Source: an optimization exercise on an open RTL-to-GDS flow (aim: small area). Production flows keep margins and buffers that such runs may drop.
RTL that was checked went through simulation tests only; none was proved equivalent to the original.
Power figures rest on the tool's default switching activity, not on a simulated workload. The clock port is modelled as an ideal driver; clocking choices that lean on that would not hold on a real chip.

## note_sequencer
module note_sequencer #(
    parameter int ADDR_W   = 8,
    parameter int DUR_W    = 10,
    parameter int TICK_DIV = 500
) (
    input  logic              clk,
    input  logic              rst,
    input  logic [2:0]        live_octave,
    input  logic [2:0]        live_note,
    input  logic              cmd_rec,
    input  logic              cmd_play,
    input  logic              cmd_stop,
    input  logic              loop_en,
    output logic [2:0]        out_octave,
    output logic [2:0]        out_note,
    output logic [1:0]        mode,
    output logic [ADDR_W:0]   rec_count,
    output logic              full
);
==> flow/config.mk <==
export PLATFORM = sky130hd
export DESIGN_NAME = note_sequencer
export DESIGN_NICKNAME = note_sequencer
export VERILOG_FILES = /design/flow/design.v
export SDC_FILE = /design/flow/constraint.sdc
export NUM_CORES = 4
export LEC_CHECK = 0
export CAP_MARGIN = 40
export CORE_MARGIN = 2
export CORE_UTILIZATION = 40
export CTS_CLUSTER_DIAMETER = 50
export CTS_CLUSTER_SIZE = 24
export SLEW_MARGIN = 30
==> flow/constraint.sdc <==
create_clock -name core_clock -period 10.0 [get_ports {clk}]
set_input_delay 2.0000 -clock core_clock [delete_from_list [all_inputs] [get_ports {clk}]]
set_output_delay 2.0000 -clock core_clock [all_outputs]
set_load 0.01 [all_outputs]
run.sh (not shown) runs the stock make flow with config.mk's settings and CLKGATE_MAP_FILE= SYNTH_SCRIPT=/design/flow/synth_recipe.tcl, a recipe that flattens the netlist after the stock synthesis.
The baseline went through all stages and came out clean.
==> next run, changes <==
- CTS_CLUSTER_DIAMETER: 50 -> 100
- CTS_CLUSTER_SIZE: 24 -> 35
Worst setup slack gains 0.018 ns.
Sequential power is about the same.
Sequential cell count stays the same.
Total power goes down by 7.4%.
Global-route usage drops by 0.18 points.
First-iteration DRC count came out lower by 6.2%.
Hold slack improved by 0.037 ns.
Die area does not change.
Via count falls by 1.6%.
Wire length decreases by 0.92%.
Critical path depth stays the same.
No functional check of the RTL was part of any run of this note.

========
note_sequencer, a different RTL version from the one above (not shown whole).
Size: roughly 5,500 cells after synthesis, roughly 4,300 flip-flops, roughly 30 I/O pins.
clock: 10.0 ns
lec_check: 0
cap_margin: 20
core_margin: 2
core_utilization: 40
cts_cluster_diameter: 100
cts_cluster_size: 30
slew_margin: 20
synth_hierarchical: 1
The starting point produced a clean layout.
Next try:
- CTS_BUF_LIST: unset -> sky130_fd_sc_hd__clkbuf_4 sky130_fd_sc_hd__clkbuf_8 sky130_fd_sc_hd__clkbuf_16
- SYNTH_HIERARCHICAL: 1 -> unset
=> Design area went down by 0.84%; global-route usage decreases by 0.72 points; via count decreases by about 3.5%; total power is lower by about 0.5%.

========
Another version of the RTL of note_sequencer (not shown whole).
For scale: ~4,300 flip-flops, ~30 I/O pins.
make LEC_CHECK=0 CAP_MARGIN=20 CORE_MARGIN=2 CORE_UTILIZATION=60 CTS_CLUSTER_DIAMETER=100 CTS_CLUSTER_SIZE=34 GPL_TIMING_DRIVEN=0 PLACE_DENSITY=0.7 SLEW_MARGIN=20 finish   # period 10.0 ns
The first run completed without violations.
Next try:
CTS_CLUSTER_SIZE = 32   (was 34)
GPL_TIMING_DRIVEN = default   (was 0)
After rerunning: Synthesized cell count is unchanged. Power came out higher by 1.1%. Synthesized area stays the same.

========
## red
Another version of the RTL of note_sequencer (not shown whole).
Size: roughly 4300 flip-flops, about 94000 um2 of cells after synthesis.
Settings: LEC_CHECK=0, CAP_MARGIN=0, CORE_MARGIN=2, CORE_UTILIZATION=40, CTS_CLUSTER_DIAMETER=100, CTS_CLUSTER_SIZE=30, SLEW_MARGIN=0; clock period 10.0 ns.
Inputs modified between red and blue:
# red
export LEC_CHECK = 0
export CAP_MARGIN = 0
export CORE_MARGIN = 2
export CORE_UTILIZATION = 40
export CTS_CLUSTER_DIAMETER = 100
export CTS_CLUSTER_SIZE = 30
export SLEW_MARGIN = 0
create_clock -name core_clock -period 10.0 [get_ports {clk}]
# blue
export LEC_CHECK = 0
export CAP_MARGIN = 40
export CORE_MARGIN = 2
export CORE_UTILIZATION = 40
export CTS_CLUSTER_DIAMETER = 100
export CTS_CLUSTER_SIZE = 30
export SLEW_MARGIN = 30
create_clock -name core_clock -period 10.0 [get_ports {clk}]
Results
- Changes observed in blue relative to red: worst hold slack shrank by 5.0 ps; first-iteration DRC count shrank by 7.9%; final cell count held steady; cell internal power dissipation held steady.
- blue and red ended up with roughly the same total wire length.
- blue gives more clock buffer count than red did.
- Delta (blue minus red): fraction of met1 tracks used by global routing closely matched the old numbers, fraction of layout cells with a size suffix above 1 increased by 0.24 points relative to the old numbers, wire length on met1 closely matched the old numbers, design area closely matched the old numbers.

========
note_sequencer, a different RTL version from the one above (not shown whole).
Size: ~5300 cells after synthesis, ~30 I/O pins, ~0.093 sq mm of cells after synthesis.
Settings: LEC_CHECK=0, CAP_MARGIN=20, CORE_MARGIN=2, CORE_UTILIZATION=40, CTS_CLUSTER_DIAMETER=60, CTS_CLUSTER_SIZE=36, SLEW_MARGIN=20; clock period 10.0 ns.
Edit:
Settings changed: CTS_CLUSTER_DIAMETER 60 to 70, CTS_CLUSTER_SIZE 36 to 34.
=> Global-route usage barely changes; clock-buffer cell count went down by 9; final area is lower by 0.75%; clock skew rises by 9.3 ps; area after synthesis stays the same; total power goes down by 2.2%; synthesized cell count does not change; clock power went down by 6.8%; hold slack gains 17 ps; register-to-register slack improves by 60 ps.
Edit:
Settings changed: CTS_CLUSTER_DIAMETER 70 to 100, CTS_CLUSTER_SIZE 34 to 32.
Flip-flop and latch count does not change.
Setup slack loses 3.7 ps.
Wire length fell by 0.54%.
Worst hold slack gains 14 ps.
Combinational power stays flat.
Power fell by 0.88%.
Die area does not change.

========
note_sequencer, a different RTL version from the one above (not shown whole).
Size in the first run: about 5,400 cells after synthesis, roughly 4,300 flip-flops, about 93,000 um^2 of cells after synthesis.
clock: 10.0 ns
lec_check: 0
cap_margin: 20
core_margin: 2
core_utilization: 40
cts_cluster_diameter: 100
cts_cluster_size: 33
slew_margin: 20
The baseline completed without violations.
Then changed:
--- a/flow/config.mk
+++ b/flow/config.mk
@@ -11,3 +11,3 @@
 export CTS_CLUSTER_DIAMETER = 100
-export CTS_CLUSTER_SIZE = 33
+export CTS_CLUSTER_SIZE = 30
 export SLEW_MARGIN = 20
Outcome: Global-route usage hardly moves; cell count hardly moves; wire length increases by 0.52%; sequential power barely changes.
Then changed:
--- a/flow/config.mk
+++ b/flow/config.mk
@@ -11,3 +11,3 @@
 export CTS_CLUSTER_DIAMETER = 100
-export CTS_CLUSTER_SIZE = 30
+export CTS_CLUSTER_SIZE = 35
 export SLEW_MARGIN = 20
The new run went through all stages and came out clean.
Hold slack is worse by 0.0096 ns.
Total power went down by 1.5%.
Clock-buffer cell count went down by 24.
Register-to-register slack is better by 0.02 ns.
Die area does not change.
Final area went down by 0.48%.
Fmax stays flat.
Cell count is about the same.
Non-clock buffer count is unchanged.

========
note_sequencer with an RTL version that a note above also has.
For scale: ~5100 cells after synthesis, ~30 I/O pins, roughly 92000 um^2 of cells after synthesis.
clock: 10.0 ns
lec_check: 0
cap_margin: 20
core_margin: 2
core_utilization: 60
cts_cluster_diameter: 100
cts_cluster_size: 34
gpl_routability_driven: 0
gpl_timing_driven: 0
place_density: 0.7
slew_margin: 20
Edit:
--- a/flow/config.mk
+++ b/flow/config.mk
@@ -10 +10 @@
-export CORE_UTILIZATION = 60
+export CORE_UTILIZATION = 40
@@ -12,4 +12 @@
-export CTS_CLUSTER_SIZE = 34
-export GPL_ROUTABILITY_DRIVEN = 0
-export GPL_TIMING_DRIVEN = 0
-export PLACE_DENSITY = 0.7
+export CTS_CLUSTER_SIZE = 30
Design area goes up slightly.
Non-clock buffer count falls by 64.
Critical path depth stays the same.
Via count is about the same.
Worst setup slack got worse by 0.75 ns.
Total power climbs by a few percent.
Synthesized area is unchanged.
Cell count grows by roughly a tenth.
Routed wire length went up by a few percent.
Worst hold slack gets worse by 0.020 ns.
Global-route usage came out lower by 4.4 points.
Edit:
--- a/flow/config.mk
+++ b/flow/config.mk
@@ -10 +10 @@
-export CORE_UTILIZATION = 40
+export CORE_UTILIZATION = 66
@@ -12 +12,2 @@
-export CTS_CLUSTER_SIZE = 30
+export CTS_CLUSTER_SIZE = 34
+export PLACE_DENSITY = 0.76
Effect: The new run finished clean. Power came out lower by 1.7%. Clock-buffer cell count came out lower by 22. First-iteration DRC count came out higher by 11%. Die area came out lower by 39%. Flip-flop and latch count is unchanged. Worst setup slack improves by 0.44 ns. Cell area came out lower by 2.3%. Wire length came out higher by 16%. Via count came out higher by 0.80%.
Edit:
--- a/flow/config.mk
+++ b/flow/config.mk
@@ -8 +8 @@
-export CAP_MARGIN = 20
+export CAP_MARGIN = 0
@@ -10 +10 @@
-export CORE_UTILIZATION = 66
+export CORE_UTILIZATION = 40
@@ -12,3 +12,2 @@
-export CTS_CLUSTER_SIZE = 34
-export PLACE_DENSITY = 0.76
-export SLEW_MARGIN = 20
+export CTS_CLUSTER_SIZE = 32
+export SLEW_MARGIN = 0
Effect: The changed run produced a clean layout; fmax goes down by 11%; sequential power is about the same; final area rose by about 2.2%; global-route usage drops by 9.3 points; total power climbs by 1.2%; first-iteration DRC count drops by about 8%; wire length drops by about 14%; sequential share of layout area is lower by 1.9 points.

========
== harbor ==
Starting RTL as in the previous note.
Settings: LEC_CHECK=0, CAP_MARGIN=20, CORE_MARGIN=2, CORE_UTILIZATION=60, CTS_CLUSTER_DIAMETER=100, CTS_CLUSTER_SIZE=35, PLACE_DENSITY=0.7, SLEW_MARGIN=20; clock period 10.0 ns.
#### Input delta (yarrow over harbor)
# harbor
export LEC_CHECK = 0
export CAP_MARGIN = 20
export CORE_MARGIN = 2
export CORE_UTILIZATION = 60
export CTS_CLUSTER_DIAMETER = 100
export CTS_CLUSTER_SIZE = 35
export PLACE_DENSITY = 0.7
export SLEW_MARGIN = 20
create_clock -name core_clock -period 10.0 [get_ports {clk}]
# yarrow
export LEC_CHECK = 0
export CAP_MARGIN = 20
export CORE_MARGIN = 2
export CORE_UTILIZATION = 40
export CTS_CLUSTER_DIAMETER = 100
export CTS_CLUSTER_SIZE = 32
export SLEW_MARGIN = 20
create_clock -name core_clock -period 10.0 [get_ports {clk}]
==> run notes <==
For hold slack, harbor and yarrow come out practically identical.
yarrow leaves less setup margin than harbor.
yarrow — transition time at the pin with the least slew margin 15 ps lower, harbor as reference
Route | yarrow vs harbor | wire longer in yarrow
yarrow vs harbor: internal power up slightly
harbor has higher sequential share of layout area than yarrow.
Number of clock buffers in the layout for yarrow is higher than for harbor.
Post-route cell area (lower): harbor
Changes in zinc relative to yarrow:
# yarrow
export LEC_CHECK = 0
export CAP_MARGIN = 20
export CORE_MARGIN = 2
export CORE_UTILIZATION = 40
export CTS_CLUSTER_DIAMETER = 100
export CTS_CLUSTER_SIZE = 32
export SLEW_MARGIN = 20
create_clock -name core_clock -period 10.0 [get_ports {clk}]
# zinc
export LEC_CHECK = 0
export CAP_MARGIN = 20
export CORE_MARGIN = 2
export CORE_UTILIZATION = 60
export CTS_CLUSTER_DIAMETER = 100
export CTS_CLUSTER_SIZE = 34
export PLACE_DENSITY = 0.7
export SLEW_MARGIN = 20
create_clock -name core_clock -period 10.0 [get_ports {clk}]
Notes after the runs:
| final critical path time including I/O delays and setup | zinc vs yarrow | better |. Diff yarrow -> zinc: sequential share of layout area now sits higher, post-route fraction of the period consumed by the critical path moved down, number of antenna violations at the first check in global routing lost 2. Diff zinc..yarrow | synthesized flop and latch total | unchanged.

## separate check: timing with driven ports
In the flow no input, the clock included, has a driving cell. The finished layouts below were timed again as built, in two steps. Step 1, drivers: a clkbuf_16 drives clk and a buf_2 each remaining input, both assumed. Step 2 times the ports against the registers' clock, not the clock port: input delays grow and output delays shrink by t, the midpoint of the rising clock arrivals with the driver on. Slacks: ideal ports / drivers / drivers and shift; pairs: ideal ports / drivers.
run	t, ns	slack for setup (ns)	cell pins on the clock port's net
the first run of note 1	0.900	5.350 / 5.271 / 5.426	1
the second run of note 1	0.887	5.368 / 5.286 / 5.424	1
the first run of note 2	0.897	4.513 / 4.431 / 5.180	1
the second run of note 2	0.884	5.060 / 4.983 / 5.110	1
the first run of note 3	0.853	5.738 / 5.669 / 5.286	1
the second run of note 3	0.877	5.396 / 5.325 / 5.287	1
red	0.910	4.496 / 4.404 / 4.725	1
blue	0.893	4.541 / 4.457 / 5.169	1
the first run of note 5	0.873	5.375 / 5.293 / 4.983	1
the second run of note 5	0.879	5.371 / 5.290 / 4.920	1
the third run of note 5	0.881	5.367 / 5.286 / 4.936	1
the first run of note 6	0.873	5.377 / 5.294 / 4.984	1
the second run of note 6	0.893	5.373 / 5.290 / 4.831	1
the third run of note 6	0.873	5.383 / 5.300 / 4.855	1
the first run of note 7	0.861	5.697 / 5.628 / 5.286	1
the second run of note 7	0.896	4.944 / 4.871 / 4.650	1
the third run of note 7	0.879	5.387 / 5.314 / 5.252	1
the fourth run of note 7	0.897	4.843 / 4.769 / 4.590	1
harbor	0.855	5.454 / 5.384 / 5.286	1
yarrow	0.897	4.972 / 4.899 / 4.655	1
zinc	0.871	5.409 / 5.338 / 5.290	1
After both steps every run listed still meets setup and hold. The setup slack of the second run of note 6, which loses most, moves by -0.083 ns with the drivers and by -0.542 ns with both steps.
